This design comes from an exercise in tuning for small area and a short achievable clock period on the open sky130 flow, not from production work. In this exercise RTL edits were held to simulation tests only and were not proved equivalent to the original. No activity file was given, so power comes from the tool's default toggle rates.

## design/flow/design.v

```verilog
package alu_rs_scheduler_pkg;
    localparam int DATA_W    = 32;
    localparam int ROB_POS_W = 4;
    localparam int OPENUM_W  = 6;
    typedef logic [DATA_W-1:0]    DATA_TYPE;
    typedef logic [ROB_POS_W-1:0] ROB_POS_TYPE;
    typedef enum logic [OPENUM_W-1:0] {
        OPENUM_NOP   = 6'd0,
        OPENUM_ADD   = 6'd1,
        OPENUM_SUB,
        OPENUM_AND,
        OPENUM_OR,
        OPENUM_XOR,
        OPENUM_SLL,
        OPENUM_SRL,
        OPENUM_SRA,
        OPENUM_SLT,
        OPENUM_SLTU,
        OPENUM_BEQ,
        OPENUM_BNE,
        OPENUM_BLT,
        OPENUM_BGE,
        OPENUM_BLTU,
        OPENUM_BGEU,
        OPENUM_LUI,
        OPENUM_AUIPC,
        OPENUM_JAL,
        OPENUM_JALR
    } openum_e;
    localparam ROB_POS_TYPE ZERO_ROB  = '0;
    localparam DATA_TYPE    ZERO_WORD = '0;
endpackage
module rs_opd_next #(
    parameter int W = 32
) (
    input  logic         s_hold,
    input  logic         s_in,
    input  logic         s_alu,
    input  logic         s_lsb,
    input  logic [W-1:0] cur,
    input  logic [W-1:0] vin,
    input  logic [W-1:0] valu,
    input  logic [W-1:0] vlsb,
    output logic [W-1:0] nxt
);
    assign nxt = ({W{s_hold}} & cur) | ({W{s_in}} & vin) |
                 ({W{s_alu}} & valu) | ({W{s_lsb}} & vlsb);
endmodule
module rs_aoi3 #(
    parameter int W = 32
) (
    input  logic         a0,
    input  logic         a1,
    input  logic         a2,
    input  logic [W-1:0] d0,
    input  logic [W-1:0] d1,
    input  logic [W-1:0] d2,
    output logic [W-1:0] nq
);
    assign nq = ~(({W{a0}} & d0) | ({W{a1}} & d1) | ({W{a2}} & d2));
endmodule
module rs_ao_mux #(
    parameter int N = 16,
    parameter int W = 32
) (
    input  logic [N-1:0]   sel,
    input  logic [N*W-1:0] din,
    input  logic           s_hold,
    input  logic [W-1:0]   cur,
    output logic [W-1:0]   dout
);
    logic [W-1:0] nq [6];
    for (genvar g = 0; g < 5; g++) begin : g_grp
        rs_aoi3 #(.W(W)) u_aoi (
            .a0 (sel[3*g]),           .a1 (sel[3*g+1]),           .a2 (sel[3*g+2]),
            .d0 (din[(3*g)*W +: W]),  .d1 (din[(3*g+1)*W +: W]),  .d2 (din[(3*g+2)*W +: W]),
            .nq (nq[g])
        );
    end
    assign nq[5] = ~(({W{sel[15]}} & din[15*W +: W]) | ({W{s_hold}} & cur));
    assign dout = ~(nq[0] & nq[1] & nq[2]) | ~(nq[3] & nq[4] & nq[5]);
endmodule
module alu_rs_scheduler #(
    parameter int ENTRIES = 16,
    parameter int TAG_W   = 4,
    parameter int OP_W    = 6
) (
    input  logic             clk,
    input  logic             rst,
    input  logic             rdy,
    input  logic             clear,
    input  logic             in_valid,
    input  logic [OP_W-1:0]  in_op,
    input  logic [TAG_W-1:0] in_qj,
    input  logic [TAG_W-1:0] in_qk,
    input  logic [31:0]      in_vj,
    input  logic [31:0]      in_vk,
    input  logic [31:0]      in_imm,
    input  logic [31:0]      in_pc,
    input  logic [TAG_W-1:0] in_rob_tag,
    output logic             full,
    input  logic [TAG_W-1:0] alu_cdb_tag,
    input  logic [31:0]      alu_cdb_value,
    input  logic [TAG_W-1:0] lsb_cdb_tag,
    input  logic [31:0]      lsb_cdb_value,
    output logic [OP_W-1:0]  out_op,
    output logic [31:0]      out_value1,
    output logic [31:0]      out_value2,
    output logic [31:0]      out_imm,
    output logic [31:0]      out_pc,
    output logic [TAG_W-1:0] out_rob_tag
);
    localparam int N  = ENTRIES;
    localparam int PW = OP_W + TAG_W;    
    logic [N-1:0]       busy_reg;
    logic [N-1:0]       grant_reg;       
    logic               found_reg;       
    logic               full_reg;
    logic [PW-1:0]      ot_reg  [N];     
    logic [31:0]        vj_reg  [N];
    logic [31:0]        vk_reg  [N];
    logic [31:0]        imm_reg [N];
    logic [31:0]        pc_reg  [N];
    logic [TAG_W-1:0]   qj_reg  [N];
    logic [TAG_W-1:0]   qk_reg  [N];
    logic         adv;
    logic [N-1:0] grant;        
    logic [N-1:0] free_first;   
    logic         sel_found;
    logic [N-1:0] busy_nxt;
    assign adv = rdy && !clear;
    logic             inj_a, inj_l, ink_a, ink_l;
    logic [TAG_W-1:0] inj_q, ink_q;
    logic [31:0]      inj_v, ink_v;
    assign inj_a = (in_qj != '0) && (in_qj == alu_cdb_tag);
    assign inj_l = (in_qj != '0) && (in_qj == lsb_cdb_tag);
    assign ink_a = (in_qk != '0) && (in_qk == alu_cdb_tag);
    assign ink_l = (in_qk != '0) && (in_qk == lsb_cdb_tag);
    assign inj_q = (inj_a || inj_l) ? '0 : in_qj;
    assign ink_q = (ink_a || ink_l) ? '0 : in_qk;
    assign inj_v = inj_a ? alu_cdb_value : inj_l ? lsb_cdb_value : in_vj;
    assign ink_v = ink_a ? alu_cdb_value : ink_l ? lsb_cdb_value : in_vk;
    function automatic logic [N-1:0] lowest_one(input logic [N-1:0] v);
        logic [N-1:0] seen;
        seen = '0;
        for (int k = 1; k < N; k++)
            seen[k] = seen[k-1] | v[k-1];
        lowest_one = v & ~seen;
    endfunction
    assign grant      = adv ? grant_reg : '0;
    assign free_first = lowest_one(~busy_reg);
    assign sel_found  = found_reg;
    assign full       = full_reg;
    logic [N-1:0] ready_nxt;
    for (genvar i = 0; i < N; i++) begin : g_slot
        logic ja, jl, ka, kl, jz, kz;
        assign jz = (qj_reg[i] == '0);
        assign kz = (qk_reg[i] == '0);
        assign ja = !jz && (qj_reg[i] == alu_cdb_tag);
        assign jl = !jz && (qj_reg[i] == lsb_cdb_tag);
        assign ka = !kz && (qk_reg[i] == alu_cdb_tag);
        assign kl = !kz && (qk_reg[i] == lsb_cdb_tag);
        assign busy_nxt[i] = busy_reg[i] ? !grant[i] : (in_valid && free_first[i]);
        assign ready_nxt[i] = busy_nxt[i] &&
                              (busy_reg[i] ? (jz || ja || jl) : (inj_q == '0)) &&
                              (busy_reg[i] ? (kz || ka || kl) : (ink_q == '0));
        always_ff @(posedge clk or posedge rst) begin
            if (rst)
                busy_reg[i] <= 1'b0;
            else if (rdy)
                busy_reg[i] <= !clear && busy_nxt[i];
        end
        always_ff @(posedge clk) begin
            if (!busy_reg[i]) begin
                ot_reg[i]  <= {in_op, in_rob_tag};
                imm_reg[i] <= in_imm;
                pc_reg[i]  <= in_pc;
                qj_reg[i]  <= inj_q;
                qk_reg[i]  <= ink_q;
            end else if (rdy) begin
                if (ja || jl) qj_reg[i] <= '0;
                if (ka || kl) qk_reg[i] <= '0;
            end
        end
        logic [31:0] vj_nxt, vk_nxt;
        rs_opd_next #(.W(32)) u_vj (
            .s_hold (busy_reg[i] && jz),
            .s_in   (!busy_reg[i]),
            .s_alu  (busy_reg[i] && ja),
            .s_lsb  (busy_reg[i] && !jz && !ja),
            .cur    (vj_reg[i]),
            .vin    (inj_v),
            .valu   (alu_cdb_value),
            .vlsb   (lsb_cdb_value),
            .nxt    (vj_nxt)
        );
        rs_opd_next #(.W(32)) u_vk (
            .s_hold (busy_reg[i] && kz),
            .s_in   (!busy_reg[i]),
            .s_alu  (busy_reg[i] && ka),
            .s_lsb  (busy_reg[i] && !kz && !ka),
            .cur    (vk_reg[i]),
            .vin    (ink_v),
            .valu   (alu_cdb_value),
            .vlsb   (lsb_cdb_value),
            .nxt    (vk_nxt)
        );
        always_ff @(posedge clk) begin
            vj_reg[i] <= vj_nxt;
            vk_reg[i] <= vk_nxt;
        end
    end
    always_ff @(posedge clk or posedge rst) begin
        if (rst) begin
            full_reg  <= 1'b0;
            found_reg <= 1'b0;
            grant_reg <= '0;
        end else if (rdy) begin
            full_reg  <= !clear && (&busy_nxt);
            found_reg <= !clear && (|ready_nxt);
            grant_reg <= clear ? '0 : lowest_one(ready_nxt);
        end
    end
    logic [N*PW-1:0] ot_flat;
    logic [N*32-1:0] vj_flat, vk_flat, imm_flat, pc_flat;
    for (genvar i = 0; i < N; i++) begin : g_flat
        assign ot_flat[i*PW +: PW]  = ot_reg[i];
        assign vj_flat[i*32 +: 32]  = vj_reg[i];
        assign vk_flat[i*32 +: 32]  = vk_reg[i];
        assign imm_flat[i*32 +: 32] = imm_reg[i];
        assign pc_flat[i*32 +: 32]  = pc_reg[i];
    end
    logic          hold_ot, hold_val;
    logic [PW-1:0] ot_nxt;
    logic [31:0]   v1_nxt, v2_nxt, imm_nxt, pc_nxt;
    assign hold_ot  = !rdy;
    assign hold_val = !rdy || (!clear && !sel_found);
    rs_ao_mux #(.N(N), .W(PW)) u_mux_ot  (.sel(grant), .din(ot_flat),  .s_hold(hold_ot),
                                          .cur({out_op, out_rob_tag}), .dout(ot_nxt));
    rs_ao_mux #(.N(N), .W(32)) u_mux_v1  (.sel(grant), .din(vj_flat),  .s_hold(hold_val),
                                          .cur(out_value1), .dout(v1_nxt));
    rs_ao_mux #(.N(N), .W(32)) u_mux_v2  (.sel(grant), .din(vk_flat),  .s_hold(hold_val),
                                          .cur(out_value2), .dout(v2_nxt));
    rs_ao_mux #(.N(N), .W(32)) u_mux_imm (.sel(grant), .din(imm_flat), .s_hold(hold_val),
                                          .cur(out_imm), .dout(imm_nxt));
    rs_ao_mux #(.N(N), .W(32)) u_mux_pc  (.sel(grant), .din(pc_flat),  .s_hold(hold_val),
                                          .cur(out_pc), .dout(pc_nxt));
    always_ff @(posedge clk or posedge rst) begin
        if (rst) begin
            out_op      <= '0;
            out_rob_tag <= '0;
            out_value1  <= '0;
            out_value2  <= '0;
            out_imm     <= '0;
            out_pc      <= '0;
        end else begin
            {out_op, out_rob_tag} <= ot_nxt;
            out_value1            <= v1_nxt;
            out_value2            <= v2_nxt;
            out_imm               <= imm_nxt;
            out_pc                <= pc_nxt;
        end
    end
endmodule
```

## design/flow/run.sh

```bash
#!/bin/bash
# synth_recipe.tcl (not shown) runs the flow's synth.tcl, then flattens the netlist and writes it again
# the make line also repeats each setting of config.mk as NAME=value (left out here)
make -C /OpenROAD-flow-scripts/flow DESIGN_CONFIG=/design/flow/config.mk WORK_HOME=/design/flow/orfs CLKGATE_MAP_FILE= SYNTH_SCRIPT=/design/flow/synth_recipe.tcl finish
```

## design/flow/config.mk

```make
export PLATFORM = sky130hd
export DESIGN_NAME = alu_rs_scheduler
export DESIGN_NICKNAME = alu_rs_scheduler
export VERILOG_FILES = /design/flow/design.v
export SDC_FILE = /design/flow/constraint.sdc
export NUM_CORES = 4
export LEC_CHECK = 0
export CAP_MARGIN = 20
export CORE_MARGIN = 2
export CORE_UTILIZATION = 50
export CTS_CLUSTER_DIAMETER = 80
export CTS_CLUSTER_SIZE = 26
export PLACE_DENSITY = 0.65
export SETUP_SLACK_MARGIN = 2.0
export SLEW_MARGIN = 20
export SYNTH_HIERARCHICAL = 1
```

## design/flow/constraint.sdc

```tcl
create_clock -name core_clock -period 4.5 [get_ports {clk}]
set_input_delay 0.9000 -clock core_clock [delete_from_list [all_inputs] [get_ports {clk}]]
set_output_delay 0.9000 -clock core_clock [all_outputs]
set_load 0.01 [all_outputs]
```

==> results of run 1 <==
==> final cells by class <==
type,instances,area share [%]
Sequential cell,2508,53.4
Multi-Input combinational cell,5523,33.0
Timing Repair Buffer,792,6.46
Clock buffer,178,3.10
Tap cell,2821,2.93
Clock inverter,71,0.769
Inverter,40,0.256
Antenna cell,14,0.0291
Timing Repair inverter,2,0.0135
==> power breakdown <==
| part | total, mW | switching, mW | internal, mW |
|---|---|---|---|
| Clock | 15.0 | 8.22 | 6.73 |
| Sequential | 27.3 | 1.13 | 26.2 |
| Combinational | 4.69 | 2.98 | 1.70 |
| Total | 46.9 | 12.3 | 34.6 |
==> path summary, 6_finish.rpt <==
path | end | depth (start not counted)
setup / recovery | vk_reg[6][30] | 5
hold / removal | out_pc[2] | 2
setup reg to reg | vk_reg[6][30] | 5
hold reg to reg | vj_reg[8][0] | 2
max in group asynchronous | out_imm[27] | 3
min in group core_clock | vk_reg[13][6] | 3
==> stage by stage <==
stage	total power, mW	utilization (%)	area [sq um]	hold slack, ns
after floorplan	30.0	-	109000	0.443
after global placement	31.8	53.7	114000	0.463
final	46.9	56.7	120000	0.404
after CTS	46.6	56.4	120000	0.388
after detailed placement	32.1	53.7	114000	0.471
after global routing	48.2	56.7	120000	0.393
==> per-layer routing <==
metal	track usage, %	vias up	share of wire (%)
li1	-	35851	-
met1	50.0	44346	34
met2	57.1	8384	42
met3	14.4	2291	16
met4	26.4	26	8.2
met5	0.615	-	0.080
==> synthesized netlist by cell type (all sizes together) (8+ instances only) <==
cell	instances
dfxtp	1024
a22oi	2054
edfxtp	1312
buf	670
nor4	50
nand2b	14
nor3b	14
dfrtp	172
inv	37
a22o	140
xnor2	205
nand4	41
mux2i	65
a21oi	57
and2	32
a222oi	690
clkbuf	50
nand2	1288
a31oi	10
nor3	57
or3	141
nor2	238
o21ai	90
xor2	67
o32ai	8
or4	8
nand3	154
==> kinds of logic after synthesis <==
kind of cell,Yosys count,share of synthesized area [%]
compound gates,3117,23.5
xor+xnor,272,2.23
buf+inv,760,5.11
flops,2508,60.1
mux,65,0.609
simple gates,2064,8.43
==> repair_timing <==
| item | in CTS | in global routing |
|---|---|---|
| pin swaps | 23 | 23 |
| buffers inserted | 57 | 53 |
| endpoints found under the setup margin | 1721 | 706 |
| gates resized for setup | 453 | 134 |
| gates cloned | 8 | 4 |
==> flow_summary_export.csv, run 1 <==
group,metric,value,unit
status,outcome,"finished clean",
timing,tightest_slew,1.27,ns
critical_path,worst_path_largest_cell_delay,0.84,ns
route,drt_wl_total,452000,um
logic_synthesis,synth_cells,8786,
timing,slew_viol_final,0,
layout,final_common_cell,"a22oi_1",
critical_path,reg2reg_slack,1.83,ns
floorplan,ios,362,
logic_synthesis,avgSynthCellArea,12.2,sq um
timing,finalSetupViolCount,0,
layout,fill_cells,17188,
timing,slew_headroom,15.1,%
critical_path,cp-start-kind,"flip-flop",
critical_path,critical-path-top-delay-family,"simple AND/OR/NAND/NOR gates",
global_routing,first_global_vias,86006,
floorplan,die_area,217000,sq um
power_and_ir_drop,powerDensity,390,nW/um^2
floorplan,initial_core_util,50.3,%
clock_network,clockBufferDepth,3,
timing,timing.final.hold_violations,0,
floorplan,die_h,466,um
placed_design,place_hpwl,231000,um
logic_synthesis,yosys.cell_types.count,80,
timing,fin_crit,2.67,ns
layout,layout-drive-gt1-share,12.3,%
critical_path,worstPathArrival,3.49,ns
layout,mostFrequentLayoutCells,"2052 x a22oi_1, 1312 x edfxtp_1, 1286 x nand2_1",
route,postRouteAntennaNets,0,
critical_path,critPathLaunch,"qk_reg[6][1]",
floorplan,rows,169,
logic_synthesis,synth_area_leaders,"edfxtp_1 37%, dfxtp_1 19%, a22oi_1 14%",
global_routing,antenna_found_initial,30,
clock_network,hold_buffers,0,
clock_network,cts_buffers,134,
logic_synthesis,yosys_warnings,27,
timing,rsz0062_at_grt,"yes",
floorplan,dieWidth,466,um
placed_design,portBuffers,361,
critical_path,cp-end-kind,"flip-flop",
route,vias,90898,
global_routing,grt_max_degree,109,
logic_synthesis,synth_top_area_cell,"edfxtp_1",
logic_synthesis,ys.flop_type,"edfxtp_1",
layout,regArea,64300,sq um
critical_path,reg2reg_from,"qk_reg[6][1]",
route,first_pass_iters,14,
power_and_ir_drop,power_leakage,47.5,nW
route,drtIter0Drc,21853,
power_and_ir_drop,peakVddDrop,479,uV
placed_design,routabilityCongestion,0.923,
route,vias_per_cell,7.61,
min_path,hold_path.class,"in -> async",
placed_design,dp_cells,11564,
global_routing,grt_pass1_wl,622000,um
logic_synthesis,ys_seq_elements,2508,
timing,fin_ws,1.83,ns
clock_network,clock-root-buffer,"clkbuf_16",
route,drt-wirelength-per-cell,37.8,um
logic_synthesis,synth-edff-count,1312,
clock_network,cts_tree,"yes",
timing,finalClockSkew,0.0414,ns
logic_synthesis,netlist_area,107000,sq um
timing,tns,0,ns
logic_synthesis,syn-num-nets,9009,
logic_synthesis,ys_seq_area_share,60.1,%
layout,fin_nets,9224,
placed_design,place_ws,0.415,ns
global_routing,overflow,0,
critical_path,crit_fanout,12,
clock_network,clkSinkCount,2508,
layout,stdcell_count,11949,
floorplan,core,212000,sq um
route,drc,0,
job,cap_violations,0,
global_routing,gr-usage-all-layers,39.7,%
logic_synthesis,synthDominantCellAreaShare,36.9,%
clock_network,clkTransAtPathRegs,0.10,ns
layout,multi_input_area,39700,sq um
logic_synthesis,async_flop_share,6.86,%
critical_path,required,5.31,ns
clock_network,clock_latency,0.89,ns
timing,period_share,59.4,%
critical_path,path_buf_inv,1,
timing,clock.fmax,0.374,GHz
clock_network,cts-htree-levels,4,
critical_path,crit_chain,"nor4_4 -> and2_4 -> buf_4 -> a22oi_1 -> nand2_1",
layout,area_growth,12.7,%
critical_path,worst_path_max_delay_cell,"nor4_4",
critical_path,worstSetupPathType,"reg -> reg",
==> inputs of run 2 (changes only) <==
--- a/design/flow/design.v
+++ b/design/flow/design.v
@@ -132,5 +132,4 @@
     logic             inj_a, inj_l, ink_a, ink_l;
     logic [TAG_W-1:0] inj_q, ink_q;
-    logic [31:0]      inj_v, ink_v;
     assign inj_a = (in_qj != '0) && (in_qj == alu_cdb_tag);
     assign inj_l = (in_qj != '0) && (in_qj == lsb_cdb_tag);
@@ -139,6 +138,4 @@
     assign inj_q = (inj_a || inj_l) ? '0 : in_qj;
     assign ink_q = (ink_a || ink_l) ? '0 : in_qk;
-    assign inj_v = inj_a ? alu_cdb_value : inj_l ? lsb_cdb_value : in_vj;
-    assign ink_v = ink_a ? alu_cdb_value : ink_l ? lsb_cdb_value : in_vk;
     function automatic logic [N-1:0] lowest_one(input logic [N-1:0] v);
         logic [N-1:0] seen;
@@ -186,9 +183,9 @@
         rs_opd_next #(.W(32)) u_vj (
             .s_hold (busy_reg[i] && jz),
-            .s_in   (!busy_reg[i]),
-            .s_alu  (busy_reg[i] && ja),
-            .s_lsb  (busy_reg[i] && !jz && !ja),
+            .s_in   (!busy_reg[i] && !inj_a && !inj_l),
+            .s_alu  (busy_reg[i] ? ja : inj_a),
+            .s_lsb  (busy_reg[i] ? (!jz && !ja) : (inj_l && !inj_a)),
             .cur    (vj_reg[i]),
-            .vin    (inj_v),
+            .vin    (in_vj),
             .valu   (alu_cdb_value),
             .vlsb   (lsb_cdb_value),
@@ -197,9 +194,9 @@
         rs_opd_next #(.W(32)) u_vk (
             .s_hold (busy_reg[i] && kz),
-            .s_in   (!busy_reg[i]),
-            .s_alu  (busy_reg[i] && ka),
-            .s_lsb  (busy_reg[i] && !kz && !ka),
+            .s_in   (!busy_reg[i] && !ink_a && !ink_l),
+            .s_alu  (busy_reg[i] ? ka : ink_a),
+            .s_lsb  (busy_reg[i] ? (!kz && !ka) : (ink_l && !ink_a)),
             .cur    (vk_reg[i]),
-            .vin    (ink_v),
+            .vin    (in_vk),
             .valu   (alu_cdb_value),
             .vlsb   (lsb_cdb_value),
--- a/design/flow/config.mk
+++ b/design/flow/config.mk
@@ -8,8 +8,8 @@
 export CAP_MARGIN = 20
 export CORE_MARGIN = 2
-export CORE_UTILIZATION = 50
+export CORE_UTILIZATION = 60
 export CTS_CLUSTER_DIAMETER = 80
 export CTS_CLUSTER_SIZE = 26
-export PLACE_DENSITY = 0.65
+export PLACE_DENSITY = 0.72
 export SETUP_SLACK_MARGIN = 2.0
 export SLEW_MARGIN = 20
==> flow_summary_export.csv, run 2 <==
group,metric,value,unit
timing,period_share,59.1,%
critical_path,worstSetupPathType,"reg -> reg",
logic_synthesis,synth_top_family_by_area,"compound AO/OA/AOI/OAI gates",
route,drtIter0Drc,20228,
floorplan,die_area,180000,sq um
logic_synthesis,async_flop_share,6.86,%
route,vias_per_cell,7.92,
floorplan,die_h,424,um
placed_design,portBuffers,361,
logic_synthesis,synth_xor_area_share,2.25,%
global_routing,first_global_vias,86391,
power_and_ir_drop,power_leakage,48.0,nW
timing,finalSetupViolCount,0,
logic_synthesis,synth_area_leaders,"edfxtp_1 37%, dfxtp_1 19%, a22oi_1 15%",
placed_design,routabilityCongestion,0.940,
min_path,hold_path.class,"in -> async",
route,drt-wirelength-per-cell,36.6,um
route,drc,0,
route,first_pass_iters,17,
clock_network,clock-root-buffer,"clkbuf_16",
critical_path,reg2reg_from,"qj_reg[9][1]",
logic_synthesis,yosysMostFrequentCell,"a22oi_1",
global_routing,grt_pass1_wl,593000,um
critical_path,worstPathArrival,3.40,ns
clock_network,clkTransAtPathRegs,0.10,ns
clock_network,hold_buffers,0,
logic_synthesis,ys_seq_elements,2508,
clock_network,clock_latency,0.86,ns
logic_synthesis,yosys-top-cells-count,"2052 x a22oi_1, 1312 x edfxtp_1, 1257 x nand2_1",
route,drt_wl_total,416000,um
global_routing,gr-usage-all-layers,44.9,%
layout,final_common_cell,"a22oi_1",
logic_synthesis,syn-num-nets,8820,
floorplan,initial_core_util,60.2,%
global_routing,overflow,0,
critical_path,reg2reg_depth,8,
critical_path,r2r-end,"grant_reg[13]",
logic_synthesis,synth.area.mux_share,0.0402,%
timing,slew_headroom,14.4,%
placed_design,dp_cells,10922,
clock_network,cts-htree-levels,4,
layout,mostFrequentLayoutCells,"2049 x a22oi_1, 1312 x edfxtp_1, 1247 x nand2_1",
power_and_ir_drop,peakVddDrop,341,uV
logic_synthesis,synth_adder_area_share,0,%
status,outcome,"finished clean",
logic_synthesis,synth-edff-count,1312,
global_routing,antenna_found_initial,53,
route,postRouteAntennaNets,0,
critical_path,reg2reg_slack,1.84,ns
timing,slew_viol_final,0,
layout,area_growth,12.7,%
route,dr.max_layer_used,"met5",
floorplan,core,176000,sq um
logic_synthesis,ys_seq_area_share,60.7,%
logic_synthesis,synth_compound_area_share,23.6,%
route,wl_met2,176000,um
clock_network,clockBufferDepth,3,
layout,stdcell_count,11375,
logic_synthesis,ys.flop_type,"edfxtp_1",
layout,fin_nets,9127,
logic_synthesis,synth_top_area_cell,"edfxtp_1",
global_routing,grt_max_degree,96,
critical_path,required,5.24,ns
job,cap_violations,0,
layout,final_util,67.9,%
floorplan,ios,362,
timing,fin_crit,2.66,ns
route,met3WireLength,64200,um
logic_synthesis,netlist_area,106000,sq um
route,wirelength_met1,136000,um
logic_synthesis,yosys.cell_types.count,80,
timing,clock.fmax,0.376,GHz
logic_synthesis,synth-simple-area-share,8.34,%
timing,hold_ws,0.396,ns
logic_synthesis,yosys_warnings,27,
floorplan,rows,154,
power_and_ir_drop,power,47.2,mW
timing,tns,0,ns
logic_synthesis,synth_cells,8597,
clock_network,cts_tree,"yes",
clock_network,cts_buffers,130,
floorplan,dieWidth,424,um
layout,fill_cells,12608,
critical_path,cp-end-kind,"flip-flop",
placed_design,place_hpwl,217000,um
timing,tightest_slew,1.28,ns
timing,timing.final.hold_violations,0,
critical_path,cp-start-kind,"flip-flop",
layout,layout-drive-gt1-share,11.6,%
logic_synthesis,synthDominantCellAreaShare,37.3,%
timing,finalClockSkew,0.0388,ns
power_and_ir_drop,powerDensity,396,nW/um^2
logic_synthesis,avgSynthCellArea,12.3,sq um
clock_network,clkSinkCount,2508,
route,vias,90119,
critical_path,crit_fanout,4,
timing,rsz0062_at_grt,"yes",
-- run 2: changes by cell type after synthesis, sizes merged, moves of 39 or more --
cell   before  now
xor2       67  112
nor3       57   16
and2       32   97
and3        5   68
xnor2     205  160
a21oi      57   18
mux2i      65    2
nor2      238   91
-- run 2: final cells by class --
class / count / area [sq um] / share of cell area [%]
Antenna cell: 28 / 70.1 / 0.0588
Clock buffer: 177 / 3510 / 2.95
Clock inverter: 58 / 723 / 0.607
Inverter: 40 / 300 / 0.252
Multi-Input combinational cell: 5363 / 38200 / 32.1
Sequential cell: 2508 / 64300 / 54.0
Tap cell: 2340 / 2930 / 2.46
Timing Repair Buffer: 859 / 9090 / 7.63
Timing Repair inverter: 2 / 17.5 / 0.0147
-- run 2: metal layers --
metal  track usage [%]  up-vias
li1                  -    35458
met1              54.3    43379
met2              65.4     8732
met3              16.4     2504
met4              34.1       46
met5            0.0269        -
-- run 2: worst max-delay path, cell delays in order (launching register included) --
cell and delay [ns]:
edfxtp_1 0.45, nor4_1 0.58, nand2b_1 0.25, a211o_1 0.27, and3b_4 0.26, a22oi_4 0.09, nand3_1 0.12, and4b_2 0.27
a32o_1 0.26
-- run 2: how the worst max path moves through the flow --
| stage | endpoint | slack [ns] | start |
|---|---|---|---|
| floorplan | grant_reg[13] | 1.36 | busy_reg[3] |
| global placement | grant_reg[13] | 0.32 | in_qj[3] |
| detailed placement | grant_reg[13] | 0.27 | in_qj[3] |
| CTS | grant_reg[13] | 1.75 | qj_reg[4][0] |
| global route | grant_reg[13] | 1.85 | busy_reg[1] |
| finish | grant_reg[13] | 1.84 | qj_reg[9][1] |
-- run 2: cells by family (layout without fill, tap and decap cells) --
logic type	Yosys count	count (layout)
simple gates	1967	1984
buf+inv	751	1136
xor+xnor	272	272
flops	2508	2508
other cells	0	28
compound gates	3095	3103
mux	4	4
-- run 2: repair_timing --
item                                    4_1_cts  5_1_grt
buffers inserted                            125       26
gates cloned                                 35        4
resized for setup                           487      126
pin swaps                                    62       24
endpoints found under the setup margin     1539      924
-- run 2: through the flow --
| stage | instance area, sq um | setup slack [ns] |
|---|---|---|
| finish | 119000 | 1.84 |
| global route | 119000 | 1.85 |
| CTS | 118000 | 1.75 |
| detailed placement | 111000 | 0.268 |
| global placement | 111000 | 0.320 |
| floorplan | 106000 | 1.36 |
-- run 2: power by group --
part,total (mW),switching [mW],internal (mW)
Combinational,5.81,3.75,2.06
Sequential,27.4,1.17,26.2
Clock,14.0,7.91,6.07
Total,47.2,12.8,34.4
==> inputs of run 3 (changes only) <==
--- a/design/flow/design.v
+++ b/design/flow/design.v
@@ -115,5 +115,4 @@
     logic [N-1:0]       busy_reg;
     logic [N-1:0]       grant_reg;       
-    logic               found_reg;       
     logic               full_reg;
     logic [PW-1:0]      ot_reg  [N];     
@@ -147,5 +146,5 @@
     assign grant      = adv ? grant_reg : '0;
     assign free_first = lowest_one(~busy_reg);
-    assign sel_found  = found_reg;
+    assign sel_found  = |grant_reg;
     assign full       = full_reg;
     logic [N-1:0] ready_nxt;
@@ -211,9 +210,7 @@
         if (rst) begin
             full_reg  <= 1'b0;
-            found_reg <= 1'b0;
             grant_reg <= '0;
         end else if (rdy) begin
             full_reg  <= !clear && (&busy_nxt);
-            found_reg <= !clear && (|ready_nxt);
             grant_reg <= clear ? '0 : lowest_one(ready_nxt);
         end
--- a/design/flow/config.mk
+++ b/design/flow/config.mk
@@ -8,8 +8,8 @@
 export CAP_MARGIN = 20
 export CORE_MARGIN = 2
-export CORE_UTILIZATION = 60
+export CORE_UTILIZATION = 50
 export CTS_CLUSTER_DIAMETER = 80
 export CTS_CLUSTER_SIZE = 26
-export PLACE_DENSITY = 0.72
+export PLACE_DENSITY = 0.65
 export SETUP_SLACK_MARGIN = 2.0
 export SLEW_MARGIN = 20
==> flow_summary_export.csv, run 3 <==
group,metric,value,unit
critical_path,path_buf_inv,3,
route,vias_per_cell,7.44,
route,drt_wl_total,425000,um
logic_synthesis,yosys-top-cells-count,"2053 x a22oi_1, 1312 x edfxtp_1, 1252 x nand2_1",
logic_synthesis,yosys_warnings,27,
floorplan,rows,168,
timing,finalClockSkew,0.0370,ns
timing,slew_headroom,19.4,%
clock_network,clock-root-buffer,"clkbuf_16",
logic_synthesis,synthDominantCellAreaShare,37.3,%
logic_synthesis,avgSynthCellArea,12.3,sq um
timing,timing.final.hold_violations,0,
critical_path,critical-path-top-delay-family,"simple AND/OR/NAND/NOR gates",
timing,slew_viol_final,0,
critical_path,path_common_cell,"buf_12",
logic_synthesis,synth_cells,8600,
floorplan,die_area,215000,sq um
power_and_ir_drop,sw_frac_of_total,28.7,%
power_and_ir_drop,peakVddDrop,432,uV
critical_path,required,5.23,ns
logic_synthesis,ys.flop_type,"edfxtp_1",
clock_network,cts_buffers,133,
layout,area_growth,13.0,%
route,drtIter0Drc,20067,
power_and_ir_drop,powerDensity,419,nW/um^2
floorplan,initial_core_util,50.3,%
timing,clock.fmax,0.385,GHz
floorplan,ios,362,
floorplan,die_h,463,um
timing,rsz0062_at_grt,"yes",
job,cap_violations,0,
layout,final_common_cell,"a22oi_1",
placed_design,dp_cells,11426,
logic_synthesis,ys_seq_area_share,60.8,%
logic_synthesis,async_flop_share,6.82,%
layout,fill_cells,17153,
floorplan,dieWidth,463,um
logic_synthesis,synth-edff-count,1312,
timing,period_share,57.8,%
logic_synthesis,syn-num-nets,8823,
status,outcome,"finished clean",
route,drt-wirelength-per-cell,35.9,um
layout,mostFrequentLayoutCells,"2021 x a22oi_1, 1312 x edfxtp_1, 1250 x nand2_1",
route,postRouteAntennaNets,0,
clock_network,hold_buffers,0,
timing,finalSetupViolCount,0,
critical_path,cp-end-kind,"flip-flop",
critical_path,worstSetupPathType,"in -> reg",
critical_path,worst_path_largest_cell_delay,0.67,ns
global_routing,grt_pass1_wl,593000,um
clock_network,clock_latency,0.86,ns
global_routing,gr-usage-all-layers,37.5,%
layout,stdcell_count,11822,
logic_synthesis,synth_top_area_cell,"edfxtp_1",
layout,layout-drive-gt1-share,12.0,%
placed_design,portBuffers,361,
global_routing,antenna_found_initial,40,
logic_synthesis,yosys.cell_types.count,69,
min_path,hold_path.class,"in -> async",
timing,hold_ws,0.358,ns
floorplan,core,210000,sq um
logic_synthesis,synth_area_leaders,"edfxtp_1 37%, dfxtp_1 19%, a22oi_1 15%",
power_and_ir_drop,switching_power,14.3,mW
clock_network,cts_tree,"yes",
clock_network,cts-htree-levels,4,
power_and_ir_drop,power_leakage,47.4,nW
placed_design,routabilityCongestion,0.925,
critical_path,worst_path_max_delay_cell,"a222oi_1",
clock_network,clkTransAtPathRegs,0.10,ns
placed_design,place_hpwl,227000,um
timing,tightest_slew,1.21,ns
layout,fin_nets,9110,
power_and_ir_drop,power_frac_comb,14.5,%
logic_synthesis,ys_seq_elements,2507,
critical_path,worstPathArrival,3.33,ns
timing,tns,0,ns
global_routing,first_global_vias,84315,
power_and_ir_drop,p_int,35.6,mW
logic_synthesis,netlist_area,106000,sq um
route,drc,0,
critical_path,cp-start-kind,"input pin",
route,first_pass_iters,17,
global_routing,overflow,0,
global_routing,grt_max_degree,89,
clock_network,clkSinkCount,2507,
route,vias,87982,
critical_path,crit_chain,"buf_2 -> nand2b_4 -> buf_12 -> nor2_4 -> buf_12 -> a222oi_1 -> nand3_1 -> or3_1",
timing,fin_crit,2.60,ns
power_and_ir_drop,p_clk_share,28.9,%
power_and_ir_drop,p_seq_share,56.6,%
critical_path,crit_fanout,87,
logic_synthesis,yosysMostFrequentCell,"a22oi_1",
clock_network,clockBufferDepth,3,
==> run 3: cell types whose count changed after synthesis, moves of 6 or more <==
| cell | delta |
|---|---|
| a21oi_1 | +22 |
| and2_1 | +56 |
| and3_1 | -65 |
| buf_2 | +9 |
| buf_4 | -10 |
| clkbuf_1 | -8 |
| inv_1 | +8 |
| nand3_1 | +10 |
| nand3b_1 | -8 |
| nand4_1 | +11 |
| nor2_1 | +12 |
| o21ai_0 | -8 |
| o311ai_0 | -7 |
| o41ai_1 | +6 |
==> run 3: power by group through the flow <==
| stage | Combinational (mW) | Sequential [mW] | Clock, mW |
|---|---|---|---|
| 2_1_floorplan | 3.70 | 28.3 | 0 |
| 3_3_place_gp | 6.47 | 28.5 | 0 |
| 3_5_place_dp | 6.70 | 28.7 | 0 |
| 4_1_cts | 6.81 | 28.2 | 14.4 |
| 5_1_grt | 7.55 | 28.5 | 15.2 |
| 6_report | 7.26 | 28.2 | 14.4 |
==> run 3: per-layer routing <==
metal	GRT usage (%)	vias up	wire length [um]
li1	-	35329	-
met1	47.5	43180	150000
met2	56.6	7761	185000
met3	13.4	1664	64700
met4	19.1	48	24600
met5	0.0668	-	345
==> run 3: cell families (layout without fill, tap and decap cells) <==
kind of cell / after synthesis / count (layout) / share of synthesized area (%)
other: 0 / 21 / 0
XOR/XNOR: 272 / 272 / 2.26
buffers and inverters: 747 / 1136 / 4.94
multiplexers: 4 / 4 / 0.0403
AO/OA/AOI/OAI: 3097 / 3099 / 23.6
flip-flops: 2507 / 2507 / 60.8
AND/OR/NAND/NOR: 1973 / 1978 / 8.34
==> run 3: cell type report <==
cell class,instances,area (sq um),share of cell area (%)
well taps,2805,3510,2.94
clock buffers,182,3670,3.08
flip-flops and latches,2507,64200,53.8
inverters,46,254,0.213
multi-input cells,5353,38100,32.0
diodes,21,52.6,0.0441
clock inverters,62,805,0.675
repair buffers,845,8640,7.24
repair inverters,1,5.00,0.00420
==> run 3: timing repair <==
item	in CTS	in global routing
setup endpoints to repair	1629	1073
gates resized for setup	482	121
hold endpoints to repair	0	0
cloned	9	7
pin swaps	26	33
setup buffers	74	41
==> run 3: path summary, 6_finish.rpt <==
check	start	to	slack (ns)	depth (start not counted)
worst max-delay path	clear	out_value2[5]	1.90	8
worst max register to register	qj_reg[0][0]	vj_reg[0][5]	1.95	4
worst min register to register	vj_reg[11][23]	vj_reg[11][23]	0.49	2
worst min-delay path	rst	out_rob_tag[0]	0.36	2
max in group asynchronous	rst	out_pc[30]	3.20	3
min in group core_clock	clear	busy_reg[7]	0.39	2
==> run 3: through the flow <==
| step | utilization (%) | cell area (sq um) | power [mW] | setup WS [ns] |
|---|---|---|---|---|
| 3_3_place_gp | 53.7 | 113000 | 35.0 | 0.445 |
| 5_1_grt | 56.8 | 119000 | 51.2 | 1.90 |
| 4_1_cts | 56.4 | 118000 | 49.4 | 1.86 |
| 3_5_place_dp | 53.7 | 113000 | 35.4 | 0.410 |
| 2_1_floorplan | - | 106000 | 32.0 | 1.24 |
| 6_report | 56.9 | 119000 | 49.9 | 1.90 |
==> inputs of run 4 (changes only) <==
--- a/design/flow/design.v
+++ b/design/flow/design.v
@@ -114,5 +114,9 @@
     localparam int PW = OP_W + TAG_W;    
     logic [N-1:0]       busy_reg;
+    logic [N-1:0]       free_reg;        
+    logic [N-1:0]       jrdy_reg;        
+    logic [N-1:0]       krdy_reg;        
     logic [N-1:0]       grant_reg;       
+    logic [N-1:0]       ffree_reg;       
     logic               full_reg;
     logic [PW-1:0]      ot_reg  [N];     
@@ -131,4 +135,7 @@
     logic             inj_a, inj_l, ink_a, ink_l;
     logic [TAG_W-1:0] inj_q, ink_q;
+    logic alu_live, lsb_live;
+    assign alu_live = (alu_cdb_tag != '0);
+    assign lsb_live = (lsb_cdb_tag != '0);
     assign inj_a = (in_qj != '0) && (in_qj == alu_cdb_tag);
     assign inj_l = (in_qj != '0) && (in_qj == lsb_cdb_tag);
@@ -145,28 +152,38 @@
     endfunction
     assign grant      = adv ? grant_reg : '0;
-    assign free_first = lowest_one(~busy_reg);
+    assign free_first = ffree_reg;
     assign sel_found  = |grant_reg;
     assign full       = full_reg;
     logic [N-1:0] ready_nxt;
     for (genvar i = 0; i < N; i++) begin : g_slot
-        logic ja, jl, ka, kl, jz, kz;
-        assign jz = (qj_reg[i] == '0);
-        assign kz = (qk_reg[i] == '0);
-        assign ja = !jz && (qj_reg[i] == alu_cdb_tag);
-        assign jl = !jz && (qj_reg[i] == lsb_cdb_tag);
-        assign ka = !kz && (qk_reg[i] == alu_cdb_tag);
-        assign kl = !kz && (qk_reg[i] == lsb_cdb_tag);
+        logic ja, jl, ka, kl;
+        assign ja = alu_live && (qj_reg[i] == alu_cdb_tag);
+        assign jl = lsb_live && (qj_reg[i] == lsb_cdb_tag);
+        assign ka = alu_live && (qk_reg[i] == alu_cdb_tag);
+        assign kl = lsb_live && (qk_reg[i] == lsb_cdb_tag);
         assign busy_nxt[i] = busy_reg[i] ? !grant[i] : (in_valid && free_first[i]);
-        assign ready_nxt[i] = busy_nxt[i] &&
-                              (busy_reg[i] ? (jz || ja || jl) : (inj_q == '0)) &&
-                              (busy_reg[i] ? (kz || ka || kl) : (ink_q == '0));
+        logic jok, kok;
+        assign jok = busy_reg[i] ? (jrdy_reg[i] || ja || jl) : (inj_q == '0);
+        assign kok = busy_reg[i] ? (krdy_reg[i] || ka || kl) : (ink_q == '0);
+        assign ready_nxt[i] = busy_nxt[i] && jok && kok;
+        always_ff @(posedge clk or posedge rst) begin
+            if (rst) begin
+                busy_reg[i] <= 1'b0;
+                jrdy_reg[i] <= 1'b0;
+                krdy_reg[i] <= 1'b0;
+            end else if (rdy) begin
+                busy_reg[i] <= !clear && busy_nxt[i];
+                jrdy_reg[i] <= !clear && busy_nxt[i] && jok;
+                krdy_reg[i] <= !clear && busy_nxt[i] && kok;
+            end
+        end
         always_ff @(posedge clk or posedge rst) begin
             if (rst)
-                busy_reg[i] <= 1'b0;
+                free_reg[i] <= 1'b1;
             else if (rdy)
-                busy_reg[i] <= !clear && busy_nxt[i];
+                free_reg[i] <= clear || !busy_nxt[i];
         end
         always_ff @(posedge clk) begin
-            if (!busy_reg[i]) begin
+            if (free_reg[i]) begin
                 ot_reg[i]  <= {in_op, in_rob_tag};
                 imm_reg[i] <= in_imm;
@@ -181,8 +198,8 @@
         logic [31:0] vj_nxt, vk_nxt;
         rs_opd_next #(.W(32)) u_vj (
-            .s_hold (busy_reg[i] && jz),
-            .s_in   (!busy_reg[i] && !inj_a && !inj_l),
-            .s_alu  (busy_reg[i] ? ja : inj_a),
-            .s_lsb  (busy_reg[i] ? (!jz && !ja) : (inj_l && !inj_a)),
+            .s_hold (jrdy_reg[i]),
+            .s_in   (free_reg[i] && !inj_a && !inj_l),
+            .s_alu  (free_reg[i] ? inj_a : ja),
+            .s_lsb  (free_reg[i] ? (inj_l && !inj_a) : (!jrdy_reg[i] && !ja)),
             .cur    (vj_reg[i]),
             .vin    (in_vj),
@@ -192,8 +209,8 @@
         );
         rs_opd_next #(.W(32)) u_vk (
-            .s_hold (busy_reg[i] && kz),
-            .s_in   (!busy_reg[i] && !ink_a && !ink_l),
-            .s_alu  (busy_reg[i] ? ka : ink_a),
-            .s_lsb  (busy_reg[i] ? (!kz && !ka) : (ink_l && !ink_a)),
+            .s_hold (krdy_reg[i]),
+            .s_in   (free_reg[i] && !ink_a && !ink_l),
+            .s_alu  (free_reg[i] ? ink_a : ka),
+            .s_lsb  (free_reg[i] ? (ink_l && !ink_a) : (!krdy_reg[i] && !ka)),
             .cur    (vk_reg[i]),
             .vin    (in_vk),
@@ -211,7 +228,9 @@
             full_reg  <= 1'b0;
             grant_reg <= '0;
+            ffree_reg <= N'(1);
         end else if (rdy) begin
             full_reg  <= !clear && (&busy_nxt);
             grant_reg <= clear ? '0 : lowest_one(ready_nxt);
+            ffree_reg <= clear ? N'(1) : lowest_one(~busy_nxt);
         end
     end
==> flow_summary_export.csv, run 4 <==
group,metric,value,unit
global_routing,gr-usage-all-layers,37.5,%
critical_path,cp-start-kind,"input pin",
clock_network,cts_tree,"yes",
timing,period_share,59.2,%
power_and_ir_drop,power_leakage,49.1,nW
logic_synthesis,synth_top_area_cell,"edfxtp_1",
logic_synthesis,async_flop_share,9.14,%
logic_synthesis,ys_seq_area_share,61.1,%
status,outcome,"finished clean",
logic_synthesis,yosysMostFrequentCell,"a22oi_1",
logic_synthesis,ys_seq_elements,2571,
global_routing,first_global_vias,86109,
placed_design,dp_cells,11598,
critical_path,worstPathArrival,3.42,ns
layout,fill_cells,17383,
timing,fin_crit,2.67,ns
timing,finalClockSkew,0.0468,ns
power_and_ir_drop,power,48.8,mW
logic_synthesis,yosys-top-cells-count,"2048 x a22oi_1, 1312 x edfxtp_1, 1277 x nand2_1",
clock_network,clock-root-buffer,"clkbuf_16",
floorplan,initial_core_util,50.2,%
timing,tightest_slew,1.13,ns
route,vias_per_cell,7.42,
placed_design,place_hpwl,235000,um
layout,layout-drive-gt1-share,12.5,%
timing,slew_headroom,24.5,%
floorplan,die_h,468,um
floorplan,ios,362,
route,postRouteAntennaNets,0,
clock_network,clockBufferDepth,3,
logic_synthesis,synth_cells,8750,
timing,slew_viol_final,0,
route,drt_wl_total,435000,um
global_routing,grt_pass1_wl,602000,um
clock_network,cts-htree-levels,4,
logic_synthesis,avgSynthCellArea,12.3,sq um
critical_path,crit_fanout,5,
critical_path,worstSetupPathType,"in -> reg",
route,drt-wirelength-per-cell,36.0,um
route,drtIter0Drc,19630,
clock_network,clock_latency,0.86,ns
placed_design,routabilityCongestion,0.902,
floorplan,rows,170,
layout,final_common_cell,"a22oi_1",
global_routing,antenna_found_initial,57,
min_path,hold_path.class,"in -> reg",
clock_network,clkTransAtPathRegs,0.10,ns
timing,hold_ws,0.392,ns
clock_network,clkSinkCount,2571,
global_routing,overflow,0,
timing,timing.final.hold_violations,0,
timing,finalSetupViolCount,0,
global_routing,grt_max_degree,93,
layout,final_util,57.0,%
job,cap_violations,0,
layout,area_growth,13.4,%
critical_path,required,5.25,ns
layout,fin_nets,9320,
floorplan,die_area,219000,sq um
logic_synthesis,netlist_area,108000,sq um
timing,clock.fmax,0.375,GHz
route,vias,89540,
floorplan,core,214000,sq um
layout,mostFrequentLayoutCells,"1989 x a22oi_1, 1312 x edfxtp_1, 1266 x nand2_1",
route,drc,0,
critical_path,cp-end-kind,"flip-flop",
logic_synthesis,yosys_warnings,27,
placed_design,portBuffers,361,
power_and_ir_drop,peakVddDrop,453,uV
logic_synthesis,synth-edff-count,1312,
logic_synthesis,ys.flop_type,"edfxtp_1",
route,first_pass_iters,17,
logic_synthesis,synthDominantCellAreaShare,36.6,%
power_and_ir_drop,powerDensity,399,nW/um^2
floorplan,dieWidth,468,um
logic_synthesis,synth_area_leaders,"edfxtp_1 37%, dfxtp_1 19%, a22oi_1 14%",
timing,rsz0062_at_grt,"yes",
layout,stdcell_count,12074,
timing,tns,0,ns
logic_synthesis,yosys.cell_types.count,59,
logic_synthesis,syn-num-nets,8973,
clock_network,cts_buffers,137,
==> run 4: changes by cell type in the layout (fill, tap and decap cells not counted), moves of 20 or more <==
cell | before | now
a21o_1 | 3 | 34
a22oi_1 | 2021 | 1989
a22oi_2 | 32 | 59
buf_4 | 316 | 403
buf_6 | 73 | 45
dfrtp_1 | 138 | 181
nand3_1 | 158 | 187
nor2_4 | 53 | 3
nor3_1 | 12 | 50
nor4_1 | 37 | 2
o2bb2ai_1 | 2 | 22
==> run 4: worst max-delay path, stage by stage <==
cell	delay (ns)
buf_2	0.23
xor2_1	0.34
nor3_4	0.09
and3_4	0.20
or3_4	0.43
a31o_4	0.25
and3_4	0.19
nor4_4	0.28
buf_6	0.18
nand2_8	0.07
o32ai_2	0.25
==> run 4: cell type report <==
type                            count  area (sq um)  share of cell area (%)
Sequential cell                  2571         65900                    53.9
Clock inverter                     65           863                   0.707
Timing Repair Buffer              913          9390                    7.68
Tap cell                         2838          3550                    2.91
Antenna cell                       24          60.1                  0.0492
Multi-Input combinational cell   5409         38200                    31.2
Inverter                           60           397                   0.325
Clock buffer                      189          3800                    3.11
Timing Repair inverter              5          43.8                  0.0358
==> run 4: routing by layer <==
layer / GRT usage [%] / routed length, um
met5: 0.329 / 379
met4: 22.4 / 27800
met3: 13.0 / 65400
met2: 54.9 / 187000
met1: 47.9 / 154000
==> run 4: what timing repair did <==
item	CTS	global route
pin swaps	25	49
cloned	11	16
setup endpoints to repair	1525	759
buffers inserted	97	74
resized for setup	507	143
hold buffers	0	0
==> run 4: logic make-up (layout without fill, tap and decap cells) <==
kind of cell	Yosys count	count (layout)	share of synthesized area, %
other	0	24	0
AND/OR/NAND/NOR	1981	1982	8.21
multiplexers	4	4	0.0418
buffers and inverters	771	1232	4.91
AO/OA/AOI/OAI	3152	3152	23.5
XOR/XNOR	271	271	2.20
flip-flops	2571	2571	61.1
==> run 4: final timing paths <==
| kind | startpoint | cells after the start | slack (ns) | to |
|---|---|---|---|---|
| hold / removal | rdy | 3 | 0.39 | free_reg[2] |
| min in group asynchronous | rst | 2 | 0.57 | free_reg[12] |
| setup / recovery | lsb_cdb_tag[2] | 11 | 1.83 | grant_reg[9] |
| max in group asynchronous | rst | 3 | 3.18 | out_value1[12] |
| setup reg to reg | grant_reg[9] | 8 | 1.96 | out_pc[14] |
| hold reg to reg | vj_reg[8][0] | 2 | 0.49 | vj_reg[8][0] |
==> run 4: power by group <==
group | switching (mW) | internal, mW | leakage (nW)
logic | 3.83 | 2.00 | 21.1
registers | 1.12 | 26.8 | 25.7
clock network | 8.24 | 6.77 | 2.25
total | 13.2 | 35.6 | 49.1
==> run 4: stage by stage <==
stage / worst slack [ns] / area (sq um)
floorplan: 0.536 / 108000
global placement: 0.436 / 115000
detailed placement: 0.366 / 115000
CTS: 1.87 / 121000
global route: 1.76 / 122000
finish: 1.83 / 122000
==> inputs of run 5 (changes only) <==
--- a/design/flow/config.mk
+++ b/design/flow/config.mk
@@ -12,5 +12,5 @@
 export CTS_CLUSTER_SIZE = 26
 export PLACE_DENSITY = 0.65
-export SETUP_SLACK_MARGIN = 2.0
+export SETUP_SLACK_MARGIN = 1.8
 export SLEW_MARGIN = 20
 export SYNTH_HIERARCHICAL = 1
==> flow_summary_export.csv, run 5 <==
group,metric,value,unit
status,outcome,"finished clean",
clock_network,clkTransAtPathRegs,0.09,ns
logic_synthesis,synth_cells,8750,
timing,slew_viol_final,0,
critical_path,cp-end-kind,"flip-flop",
critical_path,worstPathArrival,3.52,ns
job,cap_violations,0,
logic_synthesis,avgSynthCellArea,12.3,sq um
logic_synthesis,synth_top_area_cell,"edfxtp_1",
layout,final_area,120000,sq um
route,first_pass_iters,14,
logic_synthesis,yosysMostFrequentCell,"a22oi_1",
global_routing,top_usage_layer,"met2",
floorplan,die_h,468,um
logic_synthesis,syn-num-nets,8973,
logic_synthesis,ys_seq_elements,2571,
placed_design,portBuffers,361,
logic_synthesis,ys.flop_type,"edfxtp_1",
timing,rsz0062_at_grt,"yes",
global_routing,grt_max_degree,76,
timing,slew_headroom,20.0,%
min_path,hold_path.class,"in -> reg",
route,vias,87951,
placed_design,place_hpwl,235000,um
critical_path,path_common_cell,"buf_4",
power_and_ir_drop,sw_frac_of_total,27.1,%
critical_path,worst_path_largest_cell_delay,0.45,ns
clock_network,clock-root-buffer,"clkbuf_16",
timing,tightest_slew,1.20,ns
clock_network,cts-htree-levels,4,
placed_design,placed_area,114000,sq um
layout,final_util,55.9,%
clock_network,clkSinkCount,2571,
power_and_ir_drop,power_frac_comb,11.5,%
layout,final_common_cell,"a22oi_1",
route,drt_wl_total,413000,um
critical_path,critical-path-top-delay-family,"buffers and inverters",
route,postRouteAntennaNets,0,
critical_path,reg2reg_from,"grant_reg[6]",
placed_design,routabilityCongestion,0.957,
global_routing,first_global_vias,83353,
min_path,hold_start,"rdy",
layout,layout-drive-gt1-share,9.92,%
timing,timing.final.hold_violations,0,
floorplan,initial_core_util,50.2,%
power_and_ir_drop,peakVddDrop,418,uV
layout,fill_cells,17539,
layout,mostFrequentLayoutCells,"2048 x a22oi_1, 1312 x edfxtp_1, 1275 x nand2_1",
clock_network,cts_buffers,138,
critical_path,crit_chain,"buf_4 -> buf_4 -> nand3b_1 -> bufinv_8 -> buf_4 -> a222oi_1 -> nand3_1 -> or3_1",
logic_synthesis,ys_seq_area_share,61.1,%
global_routing,met2_usage,54.8,%
timing,clock.fmax,0.356,GHz
floorplan,dieWidth,468,um
route,drc,0,
timing,finalClockSkew,0.0354,ns
global_routing,gr-usage-all-layers,36.1,%
critical_path,worst_path_max_delay_cell,"a222oi_1",
global_routing,grt_pass1_wl,582000,um
logic_synthesis,yosys-top-cells-count,"2048 x a22oi_1, 1312 x edfxtp_1, 1277 x nand2_1",
timing,hold_ws,0.364,ns
floorplan,rows,170,
logic_synthesis,synth-edff-count,1312,
layout,fin_nets,9182,
route,vias_per_cell,7.38,
power_and_ir_drop,p_seq_share,57.8,%
clock_network,cts_tree,"yes",
global_routing,gr-usage-met1,47.2,%
timing,tns,0,ns
critical_path,crit_fanout,65,
floorplan,ios,362,
route,drt-wirelength-per-cell,34.7,um
logic_synthesis,synthDominantCellAreaShare,36.6,%
floorplan,core,214000,sq um
critical_path,required,5.21,ns
clock_network,clockBufferDepth,3,
route,drtIter0Drc,18056,
power_and_ir_drop,powerDensity,403,nW/um^2
logic_synthesis,netlist_area,108000,sq um
power_and_ir_drop,p_int,35.3,mW
global_routing,overflow,0,
power_and_ir_drop,p_clk_share,30.7,%
critical_path,cp-start-kind,"input pin",
global_routing,met3_usage,9.91,%
floorplan,die_area,219000,sq um
critical_path,worstSetupPathType,"in -> reg",
logic_synthesis,async_flop_share,9.14,%
logic_synthesis,yosys.cell_types.count,59,
timing,finalSetupViolCount,0,
clock_network,clock_latency,0.86,ns
critical_path,path_buf_inv,4,
critical_path,critPathLaunch,"rdy",
layout,area_growth,11.3,%
global_routing,antenna_found_initial,52,
logic_synthesis,yosys_warnings,27,
power_and_ir_drop,switching_power,13.1,mW
timing,period_share,62.5,%
logic_synthesis,synth_area_leaders,"edfxtp_1 37%, dfxtp_1 19%, a22oi_1 14%",
timing,fin_crit,2.81,ns
power_and_ir_drop,power_leakage,48.5,nW
-- run 5: cell count changes in the layout (fill, tap and decap cells not counted), moves of 13 or more --
cell             before   now
a22oi_2              59     0
clkdlybuf4s15_2      14     1
buf_4               403   304
dlygate4sd2_1        43   115
buf_6                45    14
a22oi_1            1989  2048
clkdlybuf4s15_1      49     0
dlymetal6s2s_1        0    16
-- run 5: cells by family after synthesis --
kind of cell | count (synthesis) | share of synthesized area, %
XOR/XNOR | 271 | 2.20
flip-flops | 2571 | 61.1
buffers and inverters | 771 | 4.91
AO/OA/AOI/OAI | 3152 | 23.5
AND/OR/NAND/NOR | 1981 | 8.21
multiplexers | 4 | 0.0418
-- run 5: worst paths after layout --
| path | to | slack [ns] | cells after the start |
|---|---|---|---|
| hold / removal | ffree_reg[5] | 0.36 | 2 |
| setup / recovery | out_value2[23] | 1.69 | 8 |
| min in group asynchronous | out_value1[22] | 0.44 | 2 |
| setup reg to reg | out_value2[23] | 1.72 | 6 |
| max in group asynchronous | free_reg[6] | 2.98 | 4 |
| hold reg to reg | vk_reg[5][7] | 0.49 | 2 |
-- run 5: repair_timing --
item,CTS,global route
buffers inserted,27,32
gates cloned,2,4
endpoints found under the setup margin,1367,401
pin swaps,17,16
hold buffers,0,0
gates resized for setup,215,71
-- run 5: area by class of cell --
type / count / area [sq um] / share of cell area (%)
antenna: 13 / 32.5 / 0.0271
clock buffer: 194 / 3850 / 3.21
clock inverter: 61 / 769 / 0.642
inverter: 60 / 312 / 0.260
multi-input combinational: 5410 / 37600 / 31.4
sequential: 2571 / 65900 / 55.0
tap: 2838 / 3550 / 2.96
timing repair buffer: 778 / 7880 / 6.57
-- run 5: per-stage QoR --
| stage | std cells | setup WS (ns) | power (mW) |
|---|---|---|---|
| floorplan | 8750 | 0.536 | 31.0 |
| global placement | 11588 | 0.343 | 33.4 |
| detailed placement | 11589 | 0.311 | 33.7 |
| CTS | 11873 | 1.80 | 48.0 |
| global route | 11916 | 1.75 | 49.7 |
| finish | 11925 | 1.69 | 48.4 |
-- run 5: power by group through the flow --
stage                     Clock [mW]  Sequential (mW)  Combinational [mW]
after detailed placement           0             28.4                5.25
after floorplan                    0             28.1                2.87
final                           14.8             27.9                5.58
after global placement             0             28.3                5.07
after CTS                       14.9             27.9                5.28
after global routing            15.7             28.1                5.84
-- run 5: per-layer routing --
layer,part of all wire (%),wire length [um],vias to the layer above
li1,-,-,35652
met1,37,151000,43312
met2,44,182000,7372
met3,14,56600,1559
met4,5.8,24000,56
met5,0.087,358,-

[afterwards: timing with drivers on the ports]
Ports are ideal in the flow. The routed layouts listed here were re-timed in OpenROAD. Step 1, drivers: a clkbuf_16 drives clk and a buf_2 each remaining input, both assumed. Step 2, shift: input delay + t, output delay - t, t = (earliest + latest rising clock arrival at the registers) / 2. This alone moves slack from input paths to output paths. Three values: ideal, step 1, step 2; two values: the first two.
run	shift t [ns]	slack for setup (ns)	worst register clock-pin slew, ns	worst data-port slew with drivers (ns)
run 1	0.970	1.827 / 1.827 / 0.996	0.11 / 0.11	0.14
run 2	0.931	1.840 / 1.829 / 0.897	0.11 / 0.11	0.42
run 3	0.930	1.901 / 1.863 / 0.932	0.11 / 0.11	0.29
run 4	0.935	1.834 / 1.834 / 0.899	0.11 / 0.11	0.45
run 5	0.931	1.689 / 1.679 / 0.748	0.11 / 0.11	0.26
After both steps every run listed still meets setup and hold. The setup slack of run 3, which loses most, moves by -0.038 ns with the drivers and by -0.969 ns with both steps.
